What follows belongs to an exercise in optimizing a design on an open flow for small area, a short achievable clock period and few clock cycles per item; a production flow would make more cautious choices.
At most, simulation tests tie the RTL to the original design; equivalence was not proved.

## job 7274
==> flow/design.v <==
package mmq_pkg;
    localparam logic [1:0] MODE_LEARN  = 2'd0;
    localparam logic [1:0] MODE_ENCODE = 2'd1;
    localparam logic [1:0] MODE_DECODE = 2'd2;
    localparam logic [7:0]  CODE_MAX = 8'd254;
    localparam logic [7:0]  CODE_BAD = 8'd255;
endpackage
import mmq_pkg::*;
module minmax_two_level_quantizer_core (
    input  logic               aclk,
    input  logic               aresetn,
    input  logic               s_valid,
    output logic               s_ready,
    input  logic [1:0]         s_mode,
    input  logic               s_first,
    input  logic signed [31:0] s_sample,
    input  logic [7:0]         s_coarse_in,
    input  logic [7:0]         s_fine_in,
    output logic               m_valid,
    input  logic               m_ready,
    output logic [7:0]         m_coarse_code,
    output logic [7:0]         m_fine_code,
    output logic signed [31:0] m_value,
    output logic               m_error
);
    localparam logic [1:0] ST_IDLE = 2'd0;
    localparam logic [1:0] ST_ENC  = 2'd1;
    localparam logic [1:0] ST_DEC  = 2'd2;
    localparam logic [1:0] ST_DFIN = 2'd3;
    localparam logic [16:0] D1 = 17'd65025;
    localparam logic [17:0] D2 = 18'd130050;
    logic [1:0]         st_reg;
    logic [5:0]         cnt_reg;
    logic               ei_reg;
    logic               ecin_reg;
    logic signed [31:0] lo_reg, hi_reg;
    logic [31:0]        rem_reg;
    logic [31:0]        x_reg;
    logic [15:0]        p_reg;
    logic               err_reg;
    logic               mv_reg;
    logic               vsel_reg;
    logic               csel_reg;
    logic [1:0]         st_next;
    logic [5:0]         cnt_next;
    logic               ei_next;
    logic               ecin_next;
    logic signed [31:0] lo_next, hi_next;
    logic [31:0]        rem_next;
    logic [31:0]        x_next;
    logic [15:0]        p_next;
    logic               err_next;
    logic               mv_next;
    logic               vsel_next;
    logic               csel_next;
    logic               idle, accept;
    logic               below, above;
    logic [32:0]        off_w;
    logic [15:0]        pair_w;
    assign idle    = (st_reg == ST_IDLE);
    assign s_ready = idle && (!mv_reg || m_ready);
    assign accept  = s_valid && s_ready;
    assign off_w   = {s_sample[31], s_sample} - {lo_reg[31], lo_reg};
    assign below   = off_w[32];
    assign above   = s_sample > hi_reg;
    logic          eq_lo, eq_hi, rz;
    assign eq_lo   = (s_sample == lo_reg);
    assign eq_hi   = (s_sample == hi_reg);
    assign rz      = (hi_reg == lo_reg);
    assign pair_w  = ({s_coarse_in, 8'b0} - {8'b0, s_coarse_in}) + {8'b0, s_fine_in};
    logic        rinv;
    logic [31:0] ra_w, rb_w;
    logic [31:0] rs_w;
    logic [31:0] rq_w;
    assign rinv = (st_reg == ST_DFIN) || (st_reg == ST_DEC);
    assign ra_w = rinv ? ~x_reg : hi_reg;
    always_comb begin
        if (st_reg == ST_DEC) rb_w = 32'd1;
        else                  rb_w = lo_reg;
    end
    assign rs_w  = ra_w - rb_w;
    assign rq_w  = rinv ? ~rs_w : rs_w;
    logic [32:0] ea_w, eb_w;
    logic [33:0] es_w;
    logic        efit;
    logic [31:0] estep_w;
    assign ea_w    = ei_reg ? {1'b0, rem_reg} : {rem_reg, p_reg[7]};
    assign eb_w    = ei_reg ? {9'b0, rem_reg[31:8]} : {1'b0, x_reg};
    assign es_w    = {1'b0, ea_w} + {1'b1, ~eb_w} + {33'b0, ecin_reg};
    assign efit    = !es_w[33];
    assign estep_w = (efit || ei_reg) ? es_w[31:0] : ea_w[31:0];
    logic [17:0] dt_w, dt1_w, dt2_w;
    logic [1:0]  dd_w;
    logic [15:0] drem_w;
    logic        dz, dskip8, dskip4;
    assign dt_w  = {1'b0, rem_reg[15:0], 1'b0} + (x_reg[31] ? {2'b0, p_reg} : 18'd0);
    assign dt1_w = dt_w - {1'b0, D1};
    assign dt2_w = dt_w - D2;
    always_comb begin
        if (!dt2_w[17])      begin dd_w = 2'd2; drem_w = dt2_w[15:0]; end
        else if (!dt1_w[17]) begin dd_w = 2'd1; drem_w = dt1_w[15:0]; end
        else                 begin dd_w = 2'd0; drem_w = dt_w[15:0]; end
    end
    assign dz     = (rem_reg[15:0] == 16'd0);
    assign dskip8 = dz && (x_reg[31:24] == 8'd0) && !cnt_reg[5] && !(cnt_reg[4] && cnt_reg[3]);
    assign dskip4 = dz && (x_reg[31:28] == 4'd0) && !cnt_reg[5] && !(cnt_reg[4] && cnt_reg[3] && cnt_reg[2]);
    always_comb begin
        st_next   = st_reg;
        cnt_next  = cnt_reg;
        ei_next   = 1'b0;
        ecin_next = 1'b1;
        lo_next   = lo_reg;
        hi_next   = hi_reg;
        rem_next  = rem_reg;
        x_next    = x_reg;
        p_next    = p_reg;
        err_next  = err_reg;
        mv_next   = mv_reg && !m_ready;
        vsel_next = vsel_reg;
        csel_next = csel_reg;
        case (st_reg)
            ST_IDLE: begin
                cnt_next = '0;
                ei_next  = 1'b1;
                ecin_next = (s_sample[7:0] == lo_reg[7:0]);
                rem_next = s_mode[1] ? 32'd0 : off_w[31:0];
                if (s_ready) begin
                    x_next = rq_w;
                    p_next = s_mode[1] ? pair_w : {CODE_MAX, 8'd0};
                end
                if (accept) begin
                    err_next  = 1'b0;
                    mv_next   = 1'b1;
                    vsel_next = 1'b0;
                    csel_next = 1'b0;
                    case (s_mode)
                        MODE_LEARN: begin
                            if (s_first) begin
                                lo_next = s_sample;
                                hi_next = s_sample;
                            end else begin
                                if (below) lo_next = s_sample;
                                if (above) hi_next = s_sample;
                            end
                        end
                        MODE_ENCODE: begin
                            if (below || above) begin
                                err_next = 1'b1;
                            end else if (eq_hi && !eq_lo) begin
                                csel_next = 1'b1;
                            end else if (!eq_lo) begin
                                mv_next  = 1'b0;
                                st_next  = ST_ENC;
                            end
                        end
                        MODE_DECODE: begin
                            if (s_coarse_in == CODE_BAD) begin
                                err_next = 1'b1;
                            end else begin
                                mv_next  = 1'b0;
                                st_next  = rz ? ST_DFIN : ST_DEC;
                            end
                        end
                        default: begin
                            err_next = 1'b1;
                        end
                    endcase
                end
            end
            ST_ENC: begin
                cnt_next = cnt_reg + 6'd1;
                ei_next  = (cnt_reg == 6'd8);
                if (cnt_reg == 6'd8)
                    ecin_next = efit ? (es_w[7:0] == 8'd0) : (ea_w[7:0] == 8'd0);
                rem_next = estep_w;
                if (ei_reg) begin
                    p_next = {(cnt_reg[3] && p_reg[7:0] == CODE_BAD) ? CODE_MAX : p_reg[7:0],
                              8'(-rem_reg[7:0])};
                end else begin
                    p_next = {p_reg[15:8], p_reg[6:0], efit};
                end
                if (cnt_reg == 6'd17) begin
                    mv_next   = 1'b1;
                    csel_next = 1'b1;
                    st_next   = ST_IDLE;
                end
            end
            ST_DEC: begin
                if (dskip8) begin
                    cnt_next = cnt_reg + 6'd8;
                    x_next   = {x_reg[23:0], 8'b0};
                end else if (dskip4) begin
                    cnt_next = cnt_reg + 6'd4;
                    x_next   = {x_reg[27:0], 4'b0};
                end else begin
                    cnt_next = cnt_reg + 6'd1;
                    rem_next = {16'b0, drem_w};
                    x_next   = {dd_w[1] ? rq_w[30:0] : x_reg[30:0], dd_w[0]};
                end
                if (cnt_next == 6'd32) st_next = ST_DFIN;
            end
            default: begin  
                x_next    = rq_w;
                mv_next   = 1'b1;
                vsel_next = 1'b1;
                st_next   = ST_IDLE;
            end
        endcase
    end
    always_ff @(posedge aclk) begin
        if (!aresetn) begin
            st_reg <= ST_IDLE;
            lo_reg <= '0;
            hi_reg <= '0;
            mv_reg <= 1'b0;
        end else begin
            st_reg <= st_next;
            lo_reg <= lo_next;
            hi_reg <= hi_next;
            mv_reg <= mv_next;
        end
        cnt_reg  <= cnt_next;
        ei_reg   <= ei_next;
        ecin_reg <= ecin_next;
        rem_reg  <= rem_next;
        x_reg    <= x_next;
        p_reg    <= p_next;
        err_reg  <= err_next;
        vsel_reg <= vsel_next;
        csel_reg <= csel_next;
    end
    assign m_valid       = mv_reg;
    assign m_coarse_code = p_reg[15:8] & {8{csel_reg}};
    assign m_fine_code   = p_reg[7:0] & {8{csel_reg}};
    assign m_value       = x_reg & {32{vsel_reg}};
    assign m_error       = err_reg;
endmodule
export LEC_CHECK = 0
export ABC_AREA = 1
export CAP_MARGIN = 20
export CORE_MARGIN = 2
export CORE_UTILIZATION = 45
export SETUP_SLACK_MARGIN = 4.8
export SLEW_MARGIN = 20
export TNS_END_PERCENT = 100
create_clock -name core_clock -period 8.5 [get_ports {aclk}]
run.sh (not shown) runs the stock make flow with config.mk's settings and CLKGATE_MAP_FILE= SYNTH_SCRIPT=/design/flow/synth_recipe.tcl, a recipe that flattens the netlist after the stock synthesis.
Job 7274 finished end to end and its layout was clean on timing, DRC and antenna.
> inputs changed (job 7274 -> job 5370)
diff --git a/flow/config.mk b/flow/config.mk
--- a/flow/config.mk
+++ b/flow/config.mk
@@ -12 +12,2 @@
-export SETUP_SLACK_MARGIN = 4.8
+export PLACE_DENSITY = 0.7
+export SETUP_SLACK_MARGIN = 5.0
Count of vias placed by the detailed router was lower in job 7274 than in job 5370.
Job 7274 -> job 5370: worst setup slack flat
Job 5370 against job 7274: sequential cell area level; total cell area at the placement stage rose 0.58%; number of non-filler instances in the completed layout grew by about 2.4%; ratio of cells with drive above 1 in the final layout up 8.7 points.
Cell type of the slowest stage on the worst timing path: sky130_fd_sc_hd__buf_2 -> job 7274, sky130_fd_sc_hd__fa_2 -> job 5370
Sequential share of layout area, job 7274 and job 5370: smaller value in job 5370
In job 5370 the filler cell count turned out 403 lower than in job 7274.
Of job 7274 and job 5370, the run reporting the lower total of clock buffers placed in the layout was job 7274.
Function was not checked in any run of this note: the RTL went through the layout flow alone.

minmax_two_level_quantizer_core, a different RTL version from the one above (not shown whole).
Size in the first run: about 2300 cells after synthesis, about 150 flip-flops, roughly 18000 µm² of cells after synthesis.
export LEC_CHECK = 0
export CAP_MARGIN = 20
export CORE_MARGIN = 2
export CORE_UTILIZATION = 40
export SETUP_SLACK_MARGIN = 4.0
export SLEW_MARGIN = 20
export TNS_END_PERCENT = 100
create_clock -name core_clock -period 8.5 [get_ports {aclk}]
Then changed:
Settings changed: SETUP_SLACK_MARGIN 4.0 to default, TNS_END_PERCENT 100 to default.
Maximum frequency drops by 28%.
Setup slack loses 1.8 ns.
Cell area drops by 10%.
Hold slack gains 0.012 ns.
Flip-flop and latch count stays the same.
Routed wire length drops by 8.8%.
No run of this note included a check of the RTL's function; only the layout flow was run.

onyx:
Another version of the RTL of minmax_two_level_quantizer_core (not shown whole).
Size in the first run: about 3100 cells after synthesis, ~190 flip-flops, about 110 I/O pins.
export LEC_CHECK = 0
export ABC_AREA = 1
export CAP_MARGIN = 0
export CORE_MARGIN = 2
export CORE_UTILIZATION = 45
export SETUP_SLACK_MARGIN = 4.8
export SLEW_MARGIN = 0
export TNS_END_PERCENT = 100
create_clock -name core_clock -period 8.5 [get_ports {aclk}]
onyx did not stop at any stage, and its layout met the timing, DRC and antenna checks.
Testbench counts of onyx, summed over its fixed seeds: cycles 35,207, items 3,840.
Relative to onyx, the following input files were edited for raven:
-- flow/config.mk --
<<< onyx, line 9
export CAP_MARGIN = 0
>>> raven, line 9
export CAP_MARGIN = 5
<<< onyx, line 13
export SLEW_MARGIN = 0
>>> raven, line 13
export SLEW_MARGIN = 5
### Flow results
- Every run in the comparison, onyx and raven, completed the flow with a clean layout.
- raven against onyx: final design area excluding fillers roughly the same, data arrival at the endpoint of the critical path did not really move, final setup slack of the worst path shows no meaningful change, number of global-route vias before repair held steady, die outline height held.
- The maximum level of the CTS H-tree was comparable across onyx and raven.
- Diff raven..onyx | met3 wire length | unchanged

before:
minmax_two_level_quantizer_core, a different RTL version from the one above (not shown whole).
Size in the first run: ~3100 cells after synthesis, ~160 flip-flops, about 110 I/O pins, ~19000 sq um of cells after synthesis.
Settings: LEC_CHECK=0, ABC_AREA=1, CAP_MARGIN=20, CORE_MARGIN=2, CORE_UTILIZATION=55, SETUP_SLACK_MARGIN=4.7, SLEW_MARGIN=20, TNS_END_PERCENT=100; clock period 8.5 ns.
before reached the final stage; the timing, DRC and antenna checks on its layout passed.
Testbench counts of before, summed over its fixed seeds: cycles 48,680, items 3,840.
Input changes introduced in after (baseline for comparison: before):
- ABC_AREA removed (was 1)
- CORE_UTILIZATION changed from 55 to 40
- SETUP_SLACK_MARGIN changed from 4.7 to 4.5
==> run summary <==
- before vs after, most frequent standard cell in the layout excluding fill and tap cells: sky130_fd_sc_hd__nand2_1 vs sky130_fd_sc_hd__inv_1
- Summary of after over before: portion of netlist area occupied by mux cells went up by 8.2 points, total wirelength of the detailed-routed design went down by 21%, number of multi-input logic gates now sits lower, global-route wire length before repair went down, initial core utilization shrank by 15 points.
- Measured against each other, after and before differ in biggest fanout along the worst timing path, the lower figure coming from before.

Setup of job 3873:
minmax_two_level_quantizer_core, a different RTL version from the one above (not shown whole).
Size: about 3100 cells after synthesis, roughly 0.020 sq mm of cells after synthesis.
Design minmax_two_level_quantizer_core, start of the top module:
module minmax_two_level_quantizer_core (
    input  logic               aclk,
    input  logic               aresetn,
    input  logic               s_valid,
    output logic               s_ready,
    input  logic [1:0]         s_mode,
    input  logic               s_first,
    input  logic signed [31:0] s_sample,
    input  logic [7:0]         s_coarse_in,
    input  logic [7:0]         s_fine_in,
    output logic               m_valid,
    input  logic               m_ready,
    output logic [7:0]         m_coarse_code,
    output logic [7:0]         m_fine_code,
    output logic signed [31:0] m_value,
    output logic               m_error
);
    localparam logic [2:0] ST_IDLE = 3'd0;
    localparam logic [2:0] ST_ENC  = 3'd1;
    localparam logic [2:0] ST_DEC  = 3'd2;
    localparam logic [2:0] ST_DFIN = 3'd4;
    localparam logic [19:0] DIV = 20'd65025;
    logic [2:0]         st_reg;
    logic [5:0]         cnt_reg;
    logic               ei_reg;
    logic               ecin_reg;
    logic signed [31:0] lo_reg, hi_reg;
    logic [39:0]        rem_reg;
    logic [31:0]        x_reg;
    logic [15:0]        p_reg;
    logic [17:0]        p3_reg;
    logic               dfst_reg;
    logic [3:0]         vo_reg;
    logic [7:0]         est_reg;
    logic               err_reg;
    logic               mv_reg;
    logic               vsel_reg;
    logic               csel_reg;
    logic [2:0]         st_next;
    logic [5:0]         cnt_next;
    logic               ei_next;
    logic               ecin_next;
    logic signed [31:0] lo_next, hi_next;
    logic [39:0]        rem_next;
    logic [31:0]        x_next;
    logic [15:0]        p_next;
    logic               dfst_next;
    logic [3:0]         vo_next;
    logic [7:0]         est_next;
    logic               err_next;
    logic               mv_next;
    logic               vsel_next;
    logic               csel_next;
    logic               idle, accept;
    logic [19:0]        dr_w;
    logic               below, above;
    logic [32:0]        off_w;
    logic [15:0]        pair_w;
    assign idle    = (st_reg == ST_IDLE);
  ...
==> flow/config.mk <==
export PLATFORM = sky130hd
export DESIGN_NAME = minmax_two_level_quantizer_core
export DESIGN_NICKNAME = minmax_two_level_quantizer_core
export VERILOG_FILES = /design/flow/design.v
export SDC_FILE = /design/flow/constraint.sdc
export NUM_CORES = 4
export LEC_CHECK = 0
export ABC_AREA = 1
export CAP_MARGIN = 5
export CORE_MARGIN = 2
export CORE_UTILIZATION = 45
export SETUP_SLACK_MARGIN = 4.4
export SLEW_MARGIN = 5
export TNS_END_PERCENT = 100
==> flow/constraint.sdc <==
create_clock -name core_clock -period 8.5 [get_ports {aclk}]
set_input_delay 1.7000 -clock core_clock [delete_from_list [all_inputs] [get_ports {aclk}]]
set_output_delay 1.7000 -clock core_clock [all_outputs]
set_load 0.01 [all_outputs]
Job 3873 | status: complete | timing, DRC, antenna: pass
Testbench counts of job 3873, summed over its fixed seeds: cycles 35,207, items 3,840.
[inputs] job 663 vs job 3873
Settings: a change of SETUP_SLACK_MARGIN from 4.4 to 4.8.
Findings:
Job 663 went all the way through the flow, and no timing, DRC or antenna check failed. Job 663 against job 3873; final wirelength is up by a few percent. As far as number of endpoints with negative hold slack in the final report is concerned, job 3873 and job 663 perform about the same. The fraction of layout cells with a size suffix above 1 of job 663 is higher than that of job 3873. Reported for job 663 and job 3873, count of H-tree levels built during CTS turned out identical to the last digit. Of job 663 and job 3873, it is job 663 that has the higher wire length the detailed router placed on met1. Re clock period minus worst slack: job 663 and job 3873 aren't equal, and the lower value belongs to job 663. Status: number of placed instances with taps included parity (job 663, job 3873). In the flow results for job 663 and job 3873, the area added between synthesis and finish is larger on job 663.

## port drivers added, routing unchanged
The flow's constraints put no driver on any port. The routed layouts listed below were extracted and timed again, unchanged, in two steps. Step 1 sets driving cells, clkbuf_16 on the clock port and buf_2 on the other inputs (assumed; they add their load-dependent delay and slew). Step 2 moves the port delays by t, midway between the first and last clock arrival at a register: inputs arrive t later, outputs are due t later. That takes back most of the time a late clock gives input paths. Slacks: ideal / step 1 / step 2; pairs: ideal / step 1.
run	t, ns	setup WS [ns]	worst setup path after step 2	clock arrival spread, ns	pins driven straight from the clock port
job 7274	0.525	4.720 / 4.689 / 4.258	input to register	0.019 / 0.020	1
job 5370	0.534	4.719 / 4.708 / 4.202	input to register	0.017 / 0.018	1
the first run of note 2	0.518	3.976 / 3.976 / 3.561	input to register	0.010 / 0.011	1
the second run of note 2	0.518	2.214 / 2.214 / 1.976	input to register	0.011 / 0.012	1
onyx	0.575	4.697 / 4.656 / 4.329	input to register	0.012 / 0.011	1
raven	0.575	4.697 / 4.656 / 4.329	input to register	0.012 / 0.011	1
before	0.524	4.449 / 4.449 / 4.083	input to register	0.028 / 0.028	1
after	0.523	3.946 / 3.963 / 3.440	input to register	0.016 / 0.016	1
job 3873	0.583	4.445 / 4.435 / 3.903	input to register	0.016 / 0.015	1
job 663	0.584	4.672 / 4.672 / 4.308	input to register	0.016 / 0.016	1
After both steps every run listed still meets setup and hold. The setup slack of job 3873, which loses most, moves by -0.010 ns with the drivers and by -0.542 ns with both steps.
